Source: an optimization exercise on an open RTL-to-GDS flow (aim: small area). Production flows keep margins and buffers that such runs may drop.
Function was checked by simulation only, so behaviour that the tests miss may differ from the original.
Power is estimated from default activity; no workload was simulated.

File: design/flow/run.sh
#!/bin/bash
# synth_recipe.tcl (not shown) runs the flow's synth.tcl, then flattens the netlist and writes it again
# the make line also repeats each setting of config.mk as NAME=value (left out here)
make -C /OpenROAD-flow-scripts/flow DESIGN_CONFIG=/design/flow/config.mk WORK_HOME=/design/flow/orfs CLKGATE_MAP_FILE= SYNTH_SCRIPT=/design/flow/synth_recipe.tcl finish
File: design/flow/config.mk
export PLATFORM = sky130hd
export DESIGN_NAME = dma_write_top
export DESIGN_NICKNAME = dma_write_top
export VERILOG_FILES = /design/flow/design.v
export SDC_FILE = /design/flow/constraint.sdc
export NUM_CORES = 4
export LEC_CHECK = 0
export CAP_MARGIN = 20
export CORE_MARGIN = 2
export CORE_UTILIZATION = 40
export SLEW_MARGIN = 20
File: design/flow/constraint.sdc
create_clock -name core_clock -period 5.0 [get_ports {clk}]
set_input_delay 1.0000 -clock core_clock [delete_from_list [all_inputs] [get_ports {clk}]]
set_output_delay 1.0000 -clock core_clock [all_outputs]
set_load 0.01 [all_outputs]
File: design/flow/design.v
package avalon_pkg;
    typedef logic [32-1:0] bus_word_t;
    typedef logic [31:0] bus_addr_t;           
    typedef logic [16-1:0] burst_cnt_t;  
    localparam int BYTES_PER_WORD = 32 / 8;
endpackage
package dma_pkg;
    typedef struct packed {
        logic [31:0] control;
        logic [31:0] pkt_begin;      
        logic [31:0] pkt_end;        
        logic [31:0] write_address;  
    } wr_desc_t;
    localparam int CTRL_IRQ_EN = 0;
    typedef enum logic [1:0] {
        st_idle,
        st_run,   
        st_done   
    } wr_state_t;
endpackage
module dma_write_top (
    input  logic                   clk,
    input  logic                   reset,
    input  logic                   desc_push,
    input  logic [31:0]            desc_control,
    input  logic [31:0]            desc_pkt_begin,
    input  logic [31:0]            desc_pkt_end,
    input  logic [31:0]            desc_write_address,
    output logic                   desc_full,
    input  logic                   data_push,
    input  avalon_pkg::bus_word_t  data_in,
    output logic                   data_full,
    output avalon_pkg::bus_addr_t  avm_address,
    output avalon_pkg::bus_word_t  avm_writedata,
    output logic                   avm_write,
    output avalon_pkg::burst_cnt_t avm_burstcount,
    input  logic                   avm_waitrequest,
    output logic                   busy,
    output logic                   done_irq,
    output logic [15:0]            xfer_count,
    output logic [15:0]            drop_count
);
    localparam int DW = 41;  
    logic [30:0] wdiff;
    logic        len_ok;
    logic [7:0]  wcnt;
    assign wdiff  = {1'b0, desc_pkt_end[31:2]} - {1'b0, desc_pkt_begin[31:2]};
    assign len_ok = (desc_pkt_end[1:0] == 2'b00) && (desc_pkt_begin[1:0] == 2'b00)
                 && (wdiff[30:8] == '0);
    assign wcnt   = len_ok ? wdiff[7:0] : 8'd0;  
    logic [DW-1:0] dmem [4];
    logic [1:0]    dwr, drd;
    logic [2:0]    dcnt;
    logic          dempty, dpush, dpop;
    logic [DW-1:0] dq;  
    assign desc_full = dcnt[2];
    assign dempty    = (dcnt == 3'd0);
    assign dpush     = desc_push && !desc_full;
    logic [31:0] mem [16];
    logic [3:0]  wr, rd;
    logic [4:0]  cnt;
    logic        empty, push, pop;
    logic [31:0] pend_data;
    assign data_full = cnt[4];
    assign empty     = (cnt == 5'd0);
    assign push      = data_push && !data_full;
    typedef enum logic [1:0] {s_idle, s_check, s_run, s_done} state_t;
    state_t      state;
    logic [7:0]  beats_left;
    logic        hold_valid, pend, accept, move, ok, last;
    logic [31:0] hold_data;
    assign ok     = (dq[39:32] != 8'd0);
    assign dpop   = (state == s_idle) && !dempty;
    assign accept = hold_valid && !avm_waitrequest;
    assign move   = pend && (!hold_valid || accept);
    assign pop    = (state == s_run) && (beats_left != {6'd0, pend & hold_valid, pend ^ hold_valid})
                 && !empty && (!pend || move);
    assign last   = (beats_left == 8'd1);
    assign busy           = state[1];
    assign done_irq       = (state == s_done) && dq[40];
    assign avm_address    = dq[31:0];
    assign avm_burstcount = {8'd0, dq[39:32]};
    assign avm_write      = hold_valid;
    assign avm_writedata  = hold_data;
    always_ff @(posedge clk) begin
        if (!reset) begin
            dwr        <= '0;
            drd        <= '0;
            dcnt       <= '0;
            wr         <= '0;
            rd         <= '0;
            cnt        <= '0;
            state      <= s_idle;
            hold_valid <= 1'b0;
            pend       <= 1'b0;
            xfer_count <= '0;
            drop_count <= '0;
        end else begin
            if (dpush) dwr <= dwr + 1'b1;
            if (dpop)  drd <= drd + 1'b1;
            case ({dpush, dpop})
                2'b10:   dcnt <= dcnt + 1'b1;
                2'b01:   dcnt <= dcnt - 1'b1;
                default: ;
            endcase
            if (push) wr <= wr + 1'b1;
            if (pop)  rd <= rd + 1'b1;
            case ({push, pop})
                2'b10:   cnt <= cnt + 1'b1;
                2'b01:   cnt <= cnt - 1'b1;
                default: ;
            endcase
            case (state)
                s_idle:  if (dpop) state <= s_check;
                s_check: begin
                    if (ok) state <= s_run;
                    else begin
                        state      <= s_idle;
                        drop_count <= drop_count + 16'd1;
                    end
                end
                s_run:   if (accept && last) state <= s_done;
                s_done:  begin
                    state      <= s_idle;
                    xfer_count <= xfer_count + 16'd1;
                end
            endcase
            if (move)        hold_valid <= 1'b1;
            else if (accept) hold_valid <= 1'b0;
            if (pop)         pend <= 1'b1;
            else if (move)   pend <= 1'b0;
        end
    end
    logic [31:0] rdata;
    always_comb begin
        rdata = '0;
        for (int i = 0; i < 16; i++) rdata = rdata | (mem[i] & {32{rd == 4'(i)}});
    end
    logic [DW-1:0] drdata;
    always_comb begin
        drdata = '0;
        for (int i = 0; i < 4; i++) drdata = drdata | (dmem[i] & {DW{drd == 2'(i)}});
    end
    always_ff @(posedge clk) begin
        if (state == s_check)    beats_left <= dq[39:32];
        else if (accept)         beats_left <= beats_left - 1'b1;
        if (dpush) dmem[dwr] <= {desc_control[0], wcnt, desc_write_address};
        if (dpop)  dq <= drdata;
        if (push)  mem[wr] <= data_in;
        if (pop)   pend_data <= rdata;
        if (move)  hold_data <= pend_data;
    end
endmodule
==> results.toml <==
[sta]
min_period_ns = 4.50
fin_ws_ns = 0.498
fmax_mhz = 222
fin_worst_skew_ns = 0.0745
holdWs_ns = 0.402
finalSetupViolations = 0
final_hold_viol_count = 0
tightest_slew_ns = 1.18
fin_crit_sh = 0.900
setup_tns_ns = 0
rsz0062_at_grt = "no"
max-slew-margin-rel = 0.215
drv_slew = 0

[finish]
instances_no_fill = 3457
fill_cells = 6764
final_area_um2 = 39700
drive_gt1_frac = 0.0961
postLayoutCoreUtil = 0.483
syn_to_final_growth_pct = 19.7
final_nets = 2536

[power]
p_seq_frac = 0.494
p_int_mw = 13.1
combPwrFrac = 0.135
power.leakage_nw = 13.1
powerDensity_nw_per_um2 = 440
ir_drop_v = 0.000285
swShare = 0.250
total_switching_power_mw = 4.38
power_mw = 17.5
clockPowerShare = 0.371

[run_status]
status = "finished clean"

[grt]
grtUsageTotal = 0.196
grt_pass1_vias = 19600
grt_max_degree = 57
overflow = 0
grt_pass1_wl_um = 125000
antenna_found_initial = 6

[placement]
place.gp.congestion = 0.830
hpwlAfterDp_um = 46300
io_buffer_count = 242
dp_worst_setup_slack_ns = -0.0346
placedCellCount = 3292
placed_area_um2 = 36800

[clock_tree]
ctsRootBufferMaster = "clkbuf_16"
cts_max_level = 3
clock_sinks = 845
cts_hold_buf = 0
clk_latency_ns = 0.66
post_cts_buffers = 0
post_cts_resized = 0
clk_path_buf_depth = 3
cts_buffers = 88
clk_pin_slew_ns = 0.06
cts_tree = "yes"

[floorplan]
die-area_um2 = 85200
initial_core_util = 0.404
fp-row-count = 105
die_x_um = 292
die_h_um = 292
io_pins = 282
core_area_um2 = 82100

[run]
drv_cap = 0

[setup_path]
critPathLaunchType = "input pin"
crit_buf_inv = 2
end_kind = "register"
r2r_slack_ns = 1.69
cp_cell_sequence = "clkdlybuf4s50_1 > ha_1 > inv_1 > fa_1 > a211oi_2 > o211ai_1 > a211oi_1 > o31ai_1 > a21oi_1 > mux2_2 > o2111ai_2 > nor4_1"
critPathRequiredTime_ns = 5.31
cpMaxStageDelayCell = "nor4_1"
cp_max_fo = 8
crit_path_max_incr_delay_ns = 0.84
cp_top_family = "compound AO/OA/AOI/OAI gates"
crit_arrival_ns = 4.81
path_class = "in2reg"

[routing]
detail-route-antenna-nets = 0
drt_pass1_iterations = 8
first_iter_violations = 1847
postRouteWirelength_um = 84500
drc_errors = 0
wl_per_cell_um = 24.5
num_vias = 19400
viasPerCell = 5.62

[synthesis]
synth.avg_cell_area_um2 = 15.9
postSynthCellCount = 2079
syn_area_um2 = 33100
ys_ff_latch = 845
ys.flop_type = "edfxtp_1"
async_flop_share = 0
synth_edf_count = 789
synth_cell_types = 72
synth_seq_area_share = 0.749
yosysWarnings = 1

[hold_path]
worstHoldPathType = "reg2reg"
worst reg2reg max path: cells and delay by family (launching register included):
family | cells | cell delay (ns)
simple gates | 4 | 1.39
xor+xnor | 1 | 0.11
buf+inv | 2 | 0.17
compound gates | 4 | 0.67
flops | 1 | 0.44
fa+ha+maj | 2 | 0.44
synthesized netlist by cell type, types with 13 or more instances:
library cell  instances  area share
o21ai_0              33      0.0050
nand4_1              51      0.0096
nor3_1               15      0.0023
nor2b_1              14      0.0026
and3_1               13      0.0025
ha_1                 56       0.021
a22o_1              128       0.034
buf_4                50       0.011
nor4_1               16      0.0030
nand2_1             118       0.013
and2_1               60       0.011
inv_1                58      0.0066
a21oi_1              44      0.0066
edfxtp_1            789        0.71
clkbuf_1            101       0.011
a22oi_1              84       0.019
dfxtp_1              56       0.034
nor2_1               47      0.0053
a221oi_1            129       0.034
xnor2_1              48       0.013
xor2_1               15      0.0040
area by class of cell:
type / instances / area, µm² / area share
Inverter: 58 / 218 / 0.00549
Sequential cell: 845 / 24800 / 0.625
Antenna cell: 4 / 10.0 / 0.000252
Multi-Input combinational cell: 1019 / 7460 / 0.188
Clock inverter: 53 / 594 / 0.0150
Timing Repair Buffer: 300 / 2950 / 0.0742
Clock buffer: 108 / 2310 / 0.0582
Tap cell: 1070 / 1340 / 0.0337
power by group through the flow:
| stage | combinational (mW) | sequential [mW] | clock [mW] |
|---|---|---|---|
| after floorplan | 1.48 | 8.73 | 0 |
| after global placement | 2.33 | 8.77 | 0 |
| after detailed placement | 2.36 | 8.79 | 0 |
| after CTS | 2.38 | 8.65 | 6.61 |
| after global routing | 2.56 | 8.68 | 6.87 |
| final | 2.35 | 8.64 | 6.49 |
sequential cells by signal, summed over array words and instances, names as in the netlist, 2 cells and up, named ones only:
| signal | flops |
|---|---|
| xfer_count | 16 |
| drd | 2 |
| dcnt | 3 |
| dwr | 2 |
| hold_data | 32 |
| rd | 4 |
| wr | 4 |
| dq | 41 |
| dmem | 164 |
| drop_count | 16 |
| pend_data | 32 |
| cnt | 5 |
| mem | 512 |
| beats_left | 8 |
path summary, 6_finish.rpt:
| kind | from | to | cells after the start |
|---|---|---|---|
| hold reg to reg | pend_data[31]$_DFFE_PP_ | hold_data[31]$_DFFE_PP_ | 0 |
| hold / removal | pend_data[31]$_DFFE_PP_ | hold_data[31]$_DFFE_PP_ | 0 |
| setup / recovery | desc_pkt_begin[2] | dmem[1][32]$_DFFE_PP_ | 12 |
| setup reg to reg | beats_left[2]$_DFFE_PP_ | cnt[4]$_SDFFE_PN0P_ | 13 |
metal layers:
layer  wire, µm  vias up  GRT usage
met5         26        -          0
met1      35400     9831      0.263
met3       5890      145     0.0336
met2      41200      748      0.326
li1           -     8690          -
met4       1970        4     0.0595
logic make-up (layout without fill, tap and decap cells):
group / Yosys count / in the layout / share of synthesized area
AND/OR/NAND/NOR: 379 / 379 / 0.0590
AO/OA/AOI/OAI: 505 / 505 / 0.120
XOR/XNOR: 63 / 63 / 0.0166
other: 1 / 12 / 0.000113
adder cells (fa/ha/maj): 59 / 59 / 0.0230
flip-flops: 845 / 845 / 0.749
buffers and inverters: 222 / 519 / 0.0313
multiplexers: 5 / 5 / 0.00155
layout by cell type, fill, tap and decap left out, types with 11 or more instances in the layout:
master,count
edfxtp_1,789
clkdlybuf4s50_1,242
a221oi_1,129
a22o_1,128
nand2_1,118
clkbuf_16,89
a22oi_1,84
inv_1,58
ha_1,56
dfxtp_1,56
and2_1,54
nand4_1,51
buf_4,51
xnor2_1,48
a21oi_1,44
nor2_1,35
o21ai_0,32
clkbuf_1,18
nor4_1,16
xor2_1,15
nor2b_1,14
clkinv_2,14
and3_1,13
nand3_1,12
nor2_4,12
clkinv_1,12
a21o_1,11
o21ai_1,11

## what the ideal ports hide
The flow's constraints put no driver on any port. The routed layout listed below was extracted and timed again, unchanged, in two steps.
Step 1 assumes that a clkbuf_16 drives the clock port and a buf_2 every other input.
Step 2, shift: input delay + t, output delay - t, t = (earliest + latest rising clock arrival at the registers) / 2. This alone moves slack from input paths to output paths.
a / b / c = no drivers / after step 1 / after step 2; a / b = the first two.
shift t [ns]: 0.681
slack for setup (ns): 0.498 / 0.529 / -0.152
worst hold slack (ns): 0.402 / 0.402 / 0.402
clock arrival spread, ns: 0.080 / 0.080
slew at the worst register clock pin (ns): 0.07 / 0.07
With both steps, setup timing fails in this run, where it was met with ideal ports. For this run, drivers alone change the setup slack by +0.031 ns; drivers and shift together by -0.650 ns.
